What follows belongs to an exercise in optimizing a design on an open flow for a short achievable clock period and few clock cycles; a production flow would make more cautious choices.
Only simulation tests tie the RTL to the original design; equivalence was not proved.
Power and IR drop assume default switching activity.

==> flow/design.v <==
`default_nettype none
package cache_geom_pkg;
	localparam int word_addr_bits = 30;   
	localparam int word_bits      = 32;
	localparam int num_sets       = 4;
	localparam int words_per_line = 4;
	localparam int off_bits       = $clog2(words_per_line);
	localparam int idx_bits       = $clog2(num_sets);
	localparam int tag_bits       = word_addr_bits - idx_bits - off_bits;
	localparam int line_addr_bits = word_addr_bits - off_bits;
	localparam int line_bits      = words_per_line * word_bits;
	typedef logic [word_addr_bits-1:0] word_addr_t;   
	typedef logic [line_addr_bits-1:0] line_addr_t;   
	typedef logic [word_bits-1:0]      word_t;
	typedef logic [line_bits-1:0]      line_t;        
	typedef logic [tag_bits-1:0]       tag_t;         
	typedef logic [idx_bits-1:0]       set_idx_t;     
	typedef logic [off_bits-1:0]       word_off_t;    
endpackage
`default_nettype wire
`default_nettype none
package cache_ctrl_pkg;
	localparam int num_ways = 2;
	typedef enum logic [1:0] {
		idle,          
		compare_tag,   
		write_back,    
		allocate       
	} cache_state_t;
	typedef logic [$clog2(num_ways)-1:0] way_sel_t;
endpackage
`default_nettype wire
`timescale 1ns/1ps
`default_nettype none
module dcache_top (
	input  logic                       clk,
	input  logic                       proc_reset,
	input  logic                       proc_read,
	input  logic                       proc_write,
	input  cache_geom_pkg::word_addr_t proc_addr,
	input  cache_geom_pkg::word_t      proc_wdata,
	output cache_geom_pkg::word_t      proc_rdata,
	output logic                       proc_stall,
	output logic                       mem_read,
	output logic                       mem_write,
	output cache_geom_pkg::line_addr_t mem_addr,
	output cache_geom_pkg::line_t      mem_wdata,
	input  cache_geom_pkg::line_t      mem_rdata,
	input  logic                       mem_ready
);
	localparam int NS = cache_geom_pkg::num_sets;
	localparam int NW = cache_geom_pkg::words_per_line;
	localparam int WB = cache_geom_pkg::word_bits;
	logic [NS-1:0]                valid0_q, valid1_q;
	logic [NS-1:0]                dirty0_q, dirty1_q;
	cache_geom_pkg::tag_t         tag0_q  [NS];
	cache_geom_pkg::tag_t         tag1_q  [NS];
	cache_geom_pkg::line_t        line0_q [NS];
	cache_geom_pkg::line_t        line1_q [NS];
	logic [NS-1:0]                repl_q;   
	logic eval_q, wb_q, rd_q, resp_q;
	cache_geom_pkg::tag_t      tag_a_q;    
	cache_geom_pkg::set_idx_t  set_a_q;
	cache_geom_pkg::word_off_t off_a_q;
	cache_geom_pkg::word_t     wdata_a_q;
	logic                      write_a_q;
	logic                      way_a_q;    
	logic                       stall_q;
	logic                       mem_read_q;
	logic                       mem_write_q;
	cache_geom_pkg::line_addr_t mem_addr_q;
	cache_geom_pkg::line_t      mem_wdata_q;
	cache_geom_pkg::word_t      rdata_q;
	assign proc_stall = stall_q;
	assign proc_rdata = rdata_q;
	assign mem_read   = mem_read_q;
	assign mem_write  = mem_write_q;
	assign mem_addr   = mem_addr_q;
	assign mem_wdata  = mem_wdata_q;
	cache_geom_pkg::tag_t      addr_tag;
	cache_geom_pkg::set_idx_t  addr_set;
	cache_geom_pkg::word_off_t addr_off;
	assign {addr_tag, addr_set, addr_off} = proc_addr;
	logic [NS-1:0] match0, match1;   
	always_comb begin
		for (int s = 0; s < NS; s++) begin
			match0[s] = valid0_q[s] && (tag0_q[s] == addr_tag);
			match1[s] = valid1_q[s] && (tag1_q[s] == addr_tag);
		end
	end
	logic                  hit0, hit1, access, miss;
	logic                  victim, victim_dirty;
	cache_geom_pkg::tag_t  victim_tag;
	cache_geom_pkg::line_t cur0, cur1;
	cache_geom_pkg::word_t word0, word1;
	assign hit0   = match0[addr_set];
	assign hit1   = match1[addr_set];
	assign access = proc_read | proc_write;
	assign miss   = ~hit0 & ~hit1;
	assign cur0  = line0_q[addr_set];
	assign cur1  = line1_q[addr_set];
	assign word0 = cur0[addr_off*WB +: WB];
	assign word1 = cur1[addr_off*WB +: WB];
	assign victim       = repl_q[addr_set];
	assign victim_dirty = victim ? dirty1_q[addr_set] : dirty0_q[addr_set];
	assign victim_tag   = victim ? tag1_q[addr_set] : tag0_q[addr_set];
	always_ff @(posedge clk) begin
		if (proc_reset) begin
			eval_q      <= 1'b1;
			wb_q        <= 1'b0;
			rd_q        <= 1'b0;
			resp_q      <= 1'b0;
			stall_q     <= 1'b1;
			mem_read_q  <= 1'b0;
			mem_write_q <= 1'b0;
		end else begin
			if (eval_q) begin
				if (access) begin
					eval_q      <= 1'b0;
					resp_q      <= ~miss;
					stall_q     <= miss;
					wb_q        <= miss & victim_dirty;
					rd_q        <= miss & ~victim_dirty;
					mem_write_q <= miss & victim_dirty;
					mem_read_q  <= miss & ~victim_dirty;
				end
			end
			if (wb_q && mem_ready) begin
				wb_q        <= 1'b0;
				rd_q        <= 1'b1;
				mem_write_q <= 1'b0;
				mem_read_q  <= 1'b1;
			end
			if (rd_q && mem_ready) begin
				rd_q       <= 1'b0;
				resp_q     <= 1'b1;
				stall_q    <= 1'b0;
				mem_read_q <= 1'b0;
			end
			if (resp_q) begin
				resp_q  <= 1'b0;
				eval_q  <= 1'b1;
				stall_q <= 1'b1;
			end
		end
	end
	always_ff @(posedge clk) begin
		if (eval_q) begin
			tag_a_q     <= addr_tag;
			set_a_q     <= addr_set;
			off_a_q     <= addr_off;
			wdata_a_q   <= proc_wdata;
			write_a_q   <= proc_write;
			way_a_q     <= hit0 ? 1'b0 : (hit1 ? 1'b1 : victim);
			rdata_q     <= hit0 ? word0 : word1;
			mem_addr_q  <= victim_dirty ? {victim_tag, addr_set} : {addr_tag, addr_set};
			mem_wdata_q <= victim ? cur1 : cur0;
		end
		if (wb_q && mem_ready) begin
			mem_addr_q <= {tag_a_q, set_a_q};
		end
		if (rd_q && mem_ready) begin
			rdata_q <= mem_rdata[off_a_q*WB +: WB];
		end
	end
	logic fill_now, clean_now, store_now;
	assign clean_now = wb_q & mem_ready;
	assign fill_now  = rd_q & mem_ready;
	assign store_now = resp_q & write_a_q;
	always_ff @(posedge clk) begin
		if (proc_reset) begin
			valid0_q <= '0;
			valid1_q <= '0;
			dirty0_q <= '0;
			dirty1_q <= '0;
			repl_q   <= '0;
		end else begin
			if (fill_now) begin
				repl_q[set_a_q] <= ~way_a_q;
				if (way_a_q) begin
					valid1_q[set_a_q] <= 1'b1;
					dirty1_q[set_a_q] <= 1'b0;
				end else begin
					valid0_q[set_a_q] <= 1'b1;
					dirty0_q[set_a_q] <= 1'b0;
				end
			end
			if (clean_now) begin
				if (way_a_q) dirty1_q[set_a_q] <= 1'b0;
				else         dirty0_q[set_a_q] <= 1'b0;
			end
			if (store_now) begin
				if (way_a_q) dirty1_q[set_a_q] <= 1'b1;
				else         dirty0_q[set_a_q] <= 1'b1;
			end
		end
	end
	always_ff @(posedge clk) begin
		if (fill_now) begin
			if (way_a_q) begin
				tag1_q[set_a_q]  <= tag_a_q;
				line1_q[set_a_q] <= mem_rdata;
			end else begin
				tag0_q[set_a_q]  <= tag_a_q;
				line0_q[set_a_q] <= mem_rdata;
			end
		end
		if (store_now) begin
			if (way_a_q) line1_q[set_a_q][off_a_q*WB +: WB] <= wdata_a_q;
			else         line0_q[set_a_q][off_a_q*WB +: WB] <= wdata_a_q;
		end
	end
endmodule
`default_nettype wire
==> flow/run.sh <==
#!/bin/bash
# synth_recipe.tcl (not shown) runs the flow's synth.tcl, then flattens the netlist and writes it again
# the make line also repeats each setting of config.mk as NAME=value (left out here)
make -C /OpenROAD-flow-scripts/flow DESIGN_CONFIG=/design/flow/config.mk WORK_HOME=/design/flow/orfs CLKGATE_MAP_FILE= SYNTH_SCRIPT=/design/flow/synth_recipe.tcl finish
==> flow/config.mk <==
export PLATFORM = sky130hd
export DESIGN_NAME = dcache_top
export DESIGN_NICKNAME = dcache_top
export VERILOG_FILES = /design/flow/design.v
export SDC_FILE = /design/flow/constraint.sdc
export NUM_CORES = 4
export LEC_CHECK = 0
export ABC_CLOCK_PERIOD_IN_PS = 2500
export CAP_MARGIN = 20
export CORE_AREA = 3 3 337 337
export DIE_AREA = 0 0 340 340
export SETUP_SLACK_MARGIN = 5
export SLEW_MARGIN = 20
==> flow/constraint.sdc <==
create_clock -name core_clock -period 8.5 [get_ports {clk}]
set_input_delay 1.7000 -clock core_clock [delete_from_list [all_inputs] [get_ports {clk}]]
set_output_delay 1.7000 -clock core_clock [all_outputs]
set_load 0.01 [all_outputs]
==> summary.txt <==
Outcome
  – Status: timing/DRC/antenna clean

STA
  – Final setup skew: 0.0275 ns
  – Fin crit share: 0.446
  – RSZ-0062 raised after global routing: yes
  – Final setup violation count: 0
  – Min Tclk post-route: 3.79 ns
  – Final Hold Vio Count: 0
  – Worst relative slew slack: 0.198
  – Setup TNS: 0 ns
  – Hold_ws: 0.473 ns
  – Slew Viols, Final: 0
  – Peak Freq: 264 MHz
  – Worst Tran Pin Value: 1.19 ns

Critical path
  – Critical Path RT: 8.99 ns
  – Crit path max fanout: 7
  – Crit path depth: 12
  – WS Path Type: in -> reg
  – CP max stage delay: 0.38 ns
  – Reg2Reg Launch Point: way_a_q$_SDFFCE_PP0P_
  – CP Data Arrival Time: 4.28 ns
  – Crit-path slowest cell: o2111ai_4
  – Reg2Reg Setup Slack: 5.16 ns
  – RR Endpoint: line0_q[1][124]$_DFFE_PP_
  – Reg2reg path depth: 6
  – Critical Path Start Type: primary input
  – Delay-heaviest family, CP: simple AND/OR/NAND/NOR gates
  – CP cell instances: buf_16, buf_4, nand2_1, nor4_1, nand4_1, o22a_4, mux2i_4, buf_6, buf_12, mux2_4, o2111ai_4, nand3_1
  – Crit path launch: proc_addr[2]
  – CP endpoint kind: flop
  – Buf+Inv Stages, Crit Path: 4
  – Crit path to: rdata_q[7]$_DFFE_PP_

Clock network
  – Clk Tree Root Cell: clkbuf_16
  – CTS buffer count: 154
  – CTS Hold Bufs: 0
  – Sink count of the clock tree: 1509
  – Register clock-pin slew on the reported worst setup and hold paths: 0.06 ns
  – TritonCTS clock tree: built
  – Later-pin clock latency in the skew report: 0.78 ns
  – H-tree levels: 4
  – CTS Buffer Depth: 3

Placed design
  – RePlAce Congestion: 0.971
  – DPL Wire Length: 146000 um
  – PortBufs: 385

Yosys
  – Most frequent cell after synthesis: edfxtp_1
  – Synth Instances: 3847
  – Mapped Nets: 4046
  – Post-synthesis sequential area ratio: 0.678
  – Yosys top cell by area: edfxtp_1
  – Share of flip-flops with an asynchronous set or reset: 0
  – Ranking of synthesized cells by area: edfxtp_1 67%, mux4_2 11%, mux2_2 6.7%
  – Synth Register Bits: 1509
  – Number of enable flip-flop cells after synthesis: 1484
  – Commonest cells in the netlist: 1484 x edfxtp_1, 393 x mux2_2, 333 x nand2_1, 310 x mux4_2, 203 x xor2_1
  – Primary FF master, synth: edfxtp_1
  – Yosys top cell area share: 0.671
  – Warnings, synthesis: 1
  – Post-Syn Area: 66400 um2
  – Post-synth cell types: 48
  – Post-Syn Area per Cell: 17.3 um2

Power and ir drop
  – Worst vdd ir: 0.231 mV
  – Leakage: 26.2 nW
  – PwrDens: 209 nW/um2

Finish
  – Fillers: 6761
  – Share of cells above drive strength 1: 0.294
  – Final #Nets: 4481
  – Area grow syn2layout: 19.3%
  – Reg area: 45100 um2
  – Multi-input combinational cell area: 21400 um2

Routing
  – Max layer used: met5
  – Antenna Nets Post-Route: 0
  – WL/cell: 39.6 um
  – Via density: 6.96
  – Total Wirelength: 233000 um
  – Routed length on met1: 75200 um
  – First-pass DRT Iterations: 6
  – Drt initial violations: 5305
  – Vias: 40900
  – Met2 wire len: 109000 um
  – DRC violations left: 0
  – Met3 Wirelength: 26600 um

Global route
  – Largest net degree at the start of global routing: 170
  – Number of global-route vias before repair: 40900
  – Total track usage: 0.404
  – Remaining global-route overflow: 0
  – Initial antenna violation count: 20
  – First-pass GRT wire length: 321000 um

Floorplan
  – Die Ht: 340 um
  – I/O pin total: 386
  – Die Wd: 340 um
  – Rows: 121
  – Core Area: 110000 um2
  – DIE AREA: 116000 um2
  – Starting Density: 0.605

Flow run
  – Total of max-cap violations: 0

Worst hold path
  – Hold path startpoint: valid1_q[3]$_SDFFE_PP0P_
  – Worst hold path class: reg -> reg
-- power by group --
part	internal (mW)	total (mW)	switching, mW
logic	0.638	1.54	0.905
clock network	3.57	6.43	2.85
registers	8.39	8.56	0.173
-- timing repair --
item / 4_1_cts / 5_1_grt
gates resized for setup: 467 / 70
setup buffers: 33 / 17
hold endpoints to repair: 0 / 0
setup endpoints to repair: 1256 / 741
gates cloned: 19 / 0
pin swaps: 55 / 42
-- worst min-delay path by stage --
stage | end | depth (start not counted) | slack (ns)
floorplan | repl_q[0]$_SDFFE_PP0P_ | 2 | 0.43
global placement | repl_q[0]$_SDFFE_PP0P_ | 2 | 0.44
detailed placement | valid1_q[3]$_SDFFE_PP0P_ | 2 | 0.46
CTS | valid1_q[3]$_SDFFE_PP0P_ | 2 | 0.47
global route | valid1_q[3]$_SDFFE_PP0P_ | 2 | 0.50
finish | valid1_q[3]$_SDFFE_PP0P_ | 2 | 0.47
-- placed cells by master, fill, tap and decap left out, drive strengths merged, types with 43 or more instances in the layout --
| master | count |
|---|---|
| nor4 | 57 |
| nand3 | 43 |
| clkdlybuf4s50 | 327 |
| clkinv | 58 |
| o2111ai | 63 |
| o21ai | 158 |
| inv | 73 |
| edfxtp | 1484 |
| buf | 159 |
| nor2 | 68 |
| clkbuf | 206 |
| mux4 | 313 |
| mux2i | 155 |
| xor2 | 203 |
| o211ai | 63 |
| nand2 | 333 |
| mux2 | 419 |
-- stage by stage --
step                power [mW]  std cells  setup slack (ns)  instance area [um2]   util
global route              16.9       5877              4.68                79200  0.722
floorplan                 9.34       3847              4.40                66700      -
CTS                       16.5       5859              4.81                78700  0.717
detailed placement        10.1       5532              1.79                71800  0.654
finish                    16.5       5885              4.71                79200  0.722
global placement          10.1       5532              1.78                71800  0.654
-- worst register-to-register path, cell delays in order (launching register included) --
cell and delay, ns:
edfxtp_1 0.53, nor2_1 0.51, and3_2 0.29, buf_4 0.66
or2_2 0.28, and2_2 0.15, buf_6 0.49
-- cell families (layout without fill, tap and decap cells) --
| kind of cell | after synthesis | in the layout | share of synthesized area |
|---|---|---|---|
| fa+ha+maj | 4 | 4 | 0.000753 |
| flops | 1509 | 1509 | 0.678 |
| xor+xnor | 208 | 208 | 0.0274 |
| simple gates | 585 | 585 | 0.0391 |
| mux | 886 | 887 | 0.200 |
| other cells | 0 | 8 | 0 |
| buf+inv | 319 | 872 | 0.0217 |
| compound gates | 336 | 336 | 0.0322 |
-- flip-flops by register name, indices dropped and copies added, names as in the netlist, 26 cells and up --
name	cells
line1_q	512
rdata_q	32
tag1_q	104
mem_addr_q	28
tag_a_q	26
line0_q	512
wdata_a_q	32
mem_wdata_q	128
tag0_q	104
-- metal layers --
metal,GRT usage,vias to the layer above
met3,0.0987,722
met5,0,-
met4,0.309,20
met1,0.489,20900
li1,-,16100
met2,0.632,3179
-- final cells by class --
class,count,area share
multi-input cells,2020,0.270
diodes,8,0.000253
well taps,1476,0.0233
flip-flops and latches,1509,0.569
clock inverters,72,0.00734
repair buffers,530,0.0752
inverters,67,0.00317
clock buffers,203,0.0520
Testbench counts, summed over its fixed seeds: cycles 20,160.

==> port drivers added, routing unchanged <==
No port has a modelled driver above. Below, the same layout with a new extraction and two added sets of constraints. Step 1 (the two cells are an assumption about what drives the block):
set clk [get_ports {clk}]
set_driving_cell -lib_cell sky130_fd_sc_hd__clkbuf_16 $clk
set_driving_cell -lib_cell sky130_fd_sc_hd__buf_2 [delete_from_list [all_inputs] $clk]
Step 2 moves the port delays by t, midway between the first and last clock arrival at a register: inputs arrive t later, outputs are due t later. That takes back most of the time a late clock gives input paths. Slacks: no drivers / after step 1 / after step 2; pairs: no drivers / after step 1.
t (ns): 0.845
setup WS [ns]: 4.712 / 4.601 / 3.756
worst setup path after step 2: input to register
worst register clock-pin slew, ns: 0.07 / 0.07
cell pins on the clock port's net: 1
After both steps this run still meets setup and hold. The setup slack of this run moves by -0.111 ns with the drivers and by -0.956 ns with both steps.
